Source: an optimization exercise on an open RTL-to-GDS flow (aim: small area, a short achievable clock period and few clock cycles per item). Production flows keep margins and buffers that such runs may drop. Only simulation tests tie the RTL to the original design; equivalence was not proved. Power figures rest on the tool's default switching activity, not on a simulated workload.

indigo:
==> flow/design.v <==
package iol_pkg;
    localparam int unsigned Cap  = 64;
    localparam int unsigned ValW = 32;
    localparam logic [2:0] MODE_GET  = 3'd0;
    localparam logic [2:0] MODE_HEAD = 3'd1;
    localparam logic [2:0] MODE_TAIL = 3'd2;
    localparam logic [2:0] MODE_AT   = 3'd3;
    localparam logic [2:0] MODE_DEL  = 3'd4;
    localparam logic [1:0] ST_DONE  = 2'd0;
    localparam logic [1:0] ST_RANGE = 2'd1;
    localparam logic [1:0] ST_FULL  = 2'd2;
endpackage
import iol_pkg::*;
module iol_mem (
    input  logic            i_clk,
    input  logic [Cap-1:0]  i_wr_sel,
    input  logic [ValW-1:0] i_wr_data,
    input  logic [Cap-1:0]  i_rd_sel,
    output logic [ValW-1:0] o_rd_data
);
    logic [ValW-1:0] r_d [Cap];
    for (genvar i = 0; i < Cap; i++) begin : g_slot
        always_ff @(posedge i_clk) begin
            if (i_wr_sel[i]) r_d[i] <= i_wr_data;
        end
    end
    always_comb begin
        o_rd_data = '0;
        for (int i = 0; i < Cap; i++) o_rd_data |= {ValW{i_rd_sel[i]}} & r_d[i];
    end
endmodule
import iol_pkg::*;
module iol_ctrl (
    input  logic             i_clk,
    input  logic             i_rst_n,
    input  logic             i_valid,
    output logic             o_ready,
    input  logic [47:0]      i_data,
    output logic [Cap-1:0]   o_wr_sel,
    output logic [ValW-1:0]  o_wr_data,
    output logic [Cap-1:0]   o_rd_sel,
    input  logic [ValW-1:0]  i_rd_data,
    output logic             o_valid,
    input  logic             i_ready,
    output logic [47:0]      o_data
);
    logic            r1_v, r_fire;
    logic            r_hold1, r_hold2;    
    logic            r_ins_go, r_del_go;
    logic            r1_get, r1_ins, r1_at, r1_del;
    logic            r1_lt, r1_gt;    
    logic [ValW-1:0] r1_val;
    logic [Cap-1:0]  r1_oh;     
    logic [Cap-1:0]  r1_ge;     
    logic [6:0] r_len;
    logic [5:0] r_map [Cap];
    logic       full;
    assign full = r_len[6];
    logic            r2_v, r2_found;
    logic [Cap-1:0]  r2_wsel;             
    logic [Cap-1:0]  r2_rsel;             
    logic [ValW-1:0] r2_val;              
    logic [6:0]      r2_len;
    logic [1:0]      r2_st;
    logic [1:0]      r_qc;                
    logic [41:0]     r_q [2];             
    logic fire, take, pop, push;
    assign fire = r_fire;                 
    assign take = i_valid && o_ready;
    assign pop  = o_valid && i_ready;
    assign push = r2_v && (r_qc != 2'd2 || pop);
    logic ins_en, del_en;
    assign ins_en = r_ins_go;             
    assign del_en = r_del_go;             
    logic [5:0] look;           
    always_comb begin
        look = '0;
        for (int i = 0; i < Cap; i++) look |= {6{r1_oh[i]}} & r_map[i];
    end
    logic       ins_ok, del_ok, found;
    logic [1:0] st;
    logic [6:0] len_n, len_eff;
    assign ins_ok = r1_ins && !full && !(r1_at && r1_gt);
    assign del_ok = r1_del && r1_lt;
    assign found  = r1_get && r1_lt;
    always_comb begin
        st = ST_DONE;
        if ((r1_get || r1_del) && !r1_lt) st = ST_RANGE;
        else if (r1_at && r1_gt) st = ST_RANGE;
        else if (r1_ins && full) st = ST_FULL;
    end
    assign len_n   = ins_ok ? r_len + 7'd1 : del_ok ? r_len - 7'd1 : r_len;
    assign len_eff = fire ? len_n : r_len;    
    logic [7:0]     rhi, rlo, whi, wlo;
    logic [Cap-1:0] rsel_n, wsel_n;
    for (genvar k = 0; k < 8; k++) begin : g_dec
        assign rhi[k] = look[5:3] == 3'(k);
        assign rlo[k] = look[2:0] == 3'(k);
        assign whi[k] = r_map[Cap-1][5:3] == 3'(k);
        assign wlo[k] = r_map[Cap-1][2:0] == 3'(k);
    end
    for (genvar i = 0; i < Cap; i++) begin : g_sel
        assign rsel_n[i] = found && rhi[i / 8] && rlo[i % 8];
        assign wsel_n[i] = ins_en && whi[i / 8] && wlo[i % 8];
    end
    logic [2:0] in_mode;
    logic [9:0] in_pos, in_pe;
    logic       in_get, in_head, in_tail, in_at, in_del;
    assign in_mode = i_data[2:0];
    assign in_pos  = i_data[12:3];
    assign in_get  = in_mode == MODE_GET;
    assign in_head = in_mode == MODE_HEAD;
    assign in_tail = in_mode == MODE_TAIL;
    assign in_at   = in_mode == MODE_AT;
    assign in_del  = in_mode == MODE_DEL;
    assign in_pe   = in_head ? 10'd0 : in_tail ? {3'b0, len_eff} : in_pos;
    logic [Cap-1:0] oh_n, ge_n;
    for (genvar i = 0; i < Cap; i++) begin : g_in
        assign oh_n[i] = in_pe == 10'(i);
        assign ge_n[i] = !in_get && in_pe <= 10'(i);
    end
    logic [41:0] res;
    logic        q0_res, q0_next, q0_keep;
    assign o_wr_sel  = r2_wsel;
    assign o_wr_data = r2_val;
    assign o_rd_sel  = r2_rsel;
    assign res = {r2_len, r2_st, r2_found, ~i_rd_data};
    assign q0_res  = push && r_qc - {1'b0, pop} == 2'd0;
    assign q0_next = !q0_res && pop;
    assign q0_keep = !q0_res && !pop;
    always_ff @(posedge i_clk) begin
        if (o_ready) begin
            r1_get <= in_get;
            r1_ins <= in_head || in_tail || in_at;
            r1_at  <= in_at;
            r1_del <= in_del;
            r1_lt  <= in_pos < {3'b0, len_eff};
            r1_gt  <= in_pos > {3'b0, len_eff};
            r1_val <= ~i_data[44:13];
        end
        r1_oh  <= ({Cap{o_ready}} & oh_n) | ({Cap{r_hold1}} & r1_oh);
        r1_ge  <= ({Cap{o_ready}} & ge_n) | ({Cap{r_hold1}} & r1_ge);
        r2_rsel <= ({Cap{fire}} & rsel_n) | ({Cap{r_hold2}} & r2_rsel);
        r2_wsel <= wsel_n;
        r2_val  <= r1_val;
        if (fire) begin
            r_len    <= len_n;
            r2_found <= found;
            r2_len   <= len_n;
            r2_st    <= st;
        end
        for (int i = 0; i < Cap; i++) begin
            if (ins_en && i > 0 && r1_ge[i-1 < 0 ? 0 : i-1])
                r_map[i] <= r_map[i-1 < 0 ? 0 : i-1];
            else if (ins_en && r1_oh[i]) r_map[i] <= r_map[Cap-1];
            else if (del_en && r1_ge[i])
                r_map[i] <= (i == Cap - 1) ? look : r_map[i+1 > Cap-1 ? Cap-1 : i+1];
        end
        r_q[0] <= ({42{q0_res}} & res) | ({42{q0_next}} & r_q[1]) | ({42{q0_keep}} & r_q[0]);
        if (push && r_qc - {1'b0, pop} == 2'd1) r_q[1] <= res;
        if (!i_rst_n) begin
            r1_v    <= 1'b0;
            r_fire  <= 1'b0;
            r_hold2 <= 1'b1;
            r_hold1 <= 1'b0;
            r_ins_go <= 1'b0;
            r_del_go <= 1'b0;
            r2_v    <= 1'b0;
            r_qc    <= '0;
            o_valid <= 1'b0;
            r_len   <= '0;
            o_ready <= 1'b1;
            for (int i = 0; i < Cap; i++) r_map[i] <= 6'(i);
        end else begin
            logic       n1v, n2v, nfire;
            logic [1:0] nqc;
            n1v   = take || (r1_v && !fire);
            n2v   = fire || (r2_v && !push);
            nqc   = r_qc - {1'b0, pop} + {1'b0, push};
            nfire = n1v && ({1'b0, n2v} + nqc <= 2'd2);
            r1_v    <= n1v;
            r_fire  <= nfire;
            r_hold2 <= !nfire;
            r_hold1 <= !(!n1v || nfire);
            r_ins_go <= nfire && !len_eff[6] &&
                        (o_ready ? (in_head || in_tail || in_at) : r1_ins);
            r_del_go <= nfire && (o_ready ? in_del : r1_del);
            r2_v    <= n2v;
            r_qc    <= nqc;
            o_valid <= nqc != 2'd0;
            o_ready <= !n1v || nfire;
        end
    end
    assign o_data = {2'b00, 4'b0, r_q[0]};
endmodule
import iol_pkg::*;
module indexed_ordered_list (
    input  logic        i_clk,
    input  logic        i_rst_n,
    input  logic        s_axis_tvalid,
    output logic        s_axis_tready,
    input  logic [47:0] s_axis_tdata,    
    output logic        m_axis_tvalid,
    input  logic        m_axis_tready,
    output logic [47:0] m_axis_tdata     
);
    logic [Cap-1:0]  wr_sel, rd_sel;
    logic [ValW-1:0] wr_data, rd_data;
    iol_mem u_mem (
        .i_clk(i_clk), .i_wr_sel(wr_sel), .i_wr_data(wr_data),
        .i_rd_sel(rd_sel), .o_rd_data(rd_data)
    );
    iol_ctrl u_ctrl (
        .i_clk(i_clk), .i_rst_n(i_rst_n),
        .i_valid(s_axis_tvalid), .o_ready(s_axis_tready), .i_data(s_axis_tdata),
        .o_wr_sel(wr_sel), .o_wr_data(wr_data), .o_rd_sel(rd_sel), .i_rd_data(rd_data),
        .o_valid(m_axis_tvalid), .i_ready(m_axis_tready), .o_data(m_axis_tdata)
    );
endmodule
make LEC_CHECK=0 CAP_MARGIN=20 CORE_MARGIN=2 CORE_UTILIZATION=52 CTS_CLUSTER_DIAMETER=100 CTS_CLUSTER_SIZE=25 PLACE_DENSITY=0.65 SETUP_SLACK_MARGIN=3.2 SLEW_MARGIN=20 finish   # period 6.0 ns
run.sh (not shown) runs the stock make flow with config.mk's settings and CLKGATE_MAP_FILE= SYNTH_SCRIPT=/design/flow/synth_recipe.tcl, a recipe that flattens the netlist after the stock synthesis.
Testbench counts of indigo, summed over its fixed seeds: cycles 20,024, items 20,000.
Modified inputs, zinc compared to indigo
- PLACE_DENSITY removed (was 0.65)
==> run summary <==
Total power: zinc above indigo. From indigo to zinc the numbers moved as follows: global-route usage has increased; share of the clock period used by the worst path after layout has decreased; finished layout cell area has remained practically unchanged; worst hold margin has decreased. indigo -> zinc: number of instances in the synthesized netlist delta 0, exact match. Summary of zinc over indigo: growth of design area from synthesis to finish shows an increase of 0.16 points; maximum frequency rose by 1.6%; clock network power share climbed 0.5 points. indigo has a higher met1 capacity usage during global routing than zinc.
The following lists how ember was set up differently from zinc:
- a change of CORE_UTILIZATION from 52 to 45
- a change of SETUP_SLACK_MARGIN from 3.2 to 3.35
--- outcome ---
- Re final critical-path required period: ember is 0.052 ns up on zinc.
- Cmp ember vs zinc: proportion of cell area occupied by multi-input gates higher in ember
- Net switching component of the power ended up 0.25 mW higher on ember than on zinc.
- Of ember and zinc, it is ember that has the lower fraction of the core area covered by cells at the end of the flow.
- The run showing the greater met3 track demand over resource is zinc.
- Status: post-CTS clock slew at the launch and capture registers of the worst setup and hold paths parity (zinc, ember)
- Compared with zinc, ember shows total power divided by cell area lower by about 1%.
- Layer with the highest usage after global routing = met2: zinc; layer with the highest usage after global routing = met1: ember
- Overall die width delta for ember relative to zinc: 7.4% higher
- In ember the power attributed to combinational cells turned out about 7% higher than in zinc.
Setup changes, ember to willow
- CORE_UTILIZATION changed from 45 to 50
- SETUP_SLACK_MARGIN changed from 3.35 to 3.3
Notes after the runs:
Between willow and ember, total of fill cells in the finished design is lower for willow, ember comes in above that.
Diff ember..willow | setup-violating endpoint count in the final report | unchanged
On footprint of the flip-flops and latches, willow and ember are neck and neck.
Looking only at utilization, and setting everything else aside, the higher value of willow and ember goes to willow.
On combinational group share of total power, the higher figure sits with ember, not willow.
Fraction of layout cells with a size suffix above 1: willow vs ember down 1.4 points
Summary — total design power, willow relative to ember: lower, by about 0.5%.
ember has a higher non-clock buffer count than willow.
What maple does differently from willow at the input level:
- CORE_UTILIZATION now 56, was 50
==> comparison <==
- From maple to willow, sequential cell count did not move at all.
- Final net count delta (willow -> maple): insignificant
- On area occupied by multi-input gates, willow and maple are neck and neck.
- In the tables for willow and maple, area of placed instances reads lower with maple.
- Between willow and maple, delay of the slowest cell on the worst path is higher for maple, willow comes in under that.
- Going from willow to maple, count of instances resized after the clock tree is built decreased by 50 relative to the old numbers, effective utilization at floorplan higher, setup slack of the worst register-to-register path ~0 delta.
- Compared willow against maple; worst-skew pair later-pin latency within noise.
Inputs modified between maple and quartz:
- changing CORE_UTILIZATION from 56 to 54
- changing SETUP_SLACK_MARGIN from 3.3 to 3.4
### Flow results
Side by side, largest fanout on the critical path turned out lower in quartz than in maple. Area added between synthesis and finish was lower in maple than in quartz. Status: power parity (maple, quartz). quartz vs. maple: final setup slack of the worst path went up by 0.081 ns.

[afterwards: timing with drivers on the ports]
No port has a modelled driver above. Below, the same layouts with a new extraction and two added sets of constraints.
Step 1 (the two cells are an assumption about what drives the block):
set clk [get_ports {i_clk}]
set_driving_cell -lib_cell sky130_fd_sc_hd__clkbuf_16 $clk
set_driving_cell -lib_cell sky130_fd_sc_hd__buf_2 [delete_from_list [all_inputs] $clk]
Step 2 moves the port delays by t, midway between the first and last clock arrival at a register: inputs arrive t later, outputs are due t later. That takes back most of the time a late clock gives input paths.
Slacks: no drivers / after step 1 / after step 2; pairs: no drivers / after step 1.
| run | t, ns | slack for setup (ns) | clock arrival spread, ns | worst register clock-pin slew, ns |
|---|---|---|---|---|
| indigo | 0.946 | 3.091 / 3.091 / 2.368 | 0.046 / 0.047 | 0.11 / 0.11 |
| zinc | 0.943 | 3.138 / 3.135 / 2.379 | 0.071 / 0.071 | 0.11 / 0.11 |
| ember | 0.964 | 3.086 / 3.086 / 2.449 | 0.083 / 0.084 | 0.11 / 0.11 |
| willow | 0.925 | 3.114 / 3.114 / 2.387 | 0.071 / 0.071 | 0.12 / 0.12 |
| maple | 0.941 | 3.112 / 3.112 / 2.401 | 0.038 / 0.039 | 0.11 / 0.11 |
| quartz | 0.969 | 3.192 / 3.101 / 2.400 | 0.041 / 0.042 | 0.12 / 0.12 |
After both steps setup and hold are still met in every run listed. For quartz, which loses most, drivers alone change the setup slack by -0.091 ns; drivers and shift together by -0.792 ns.
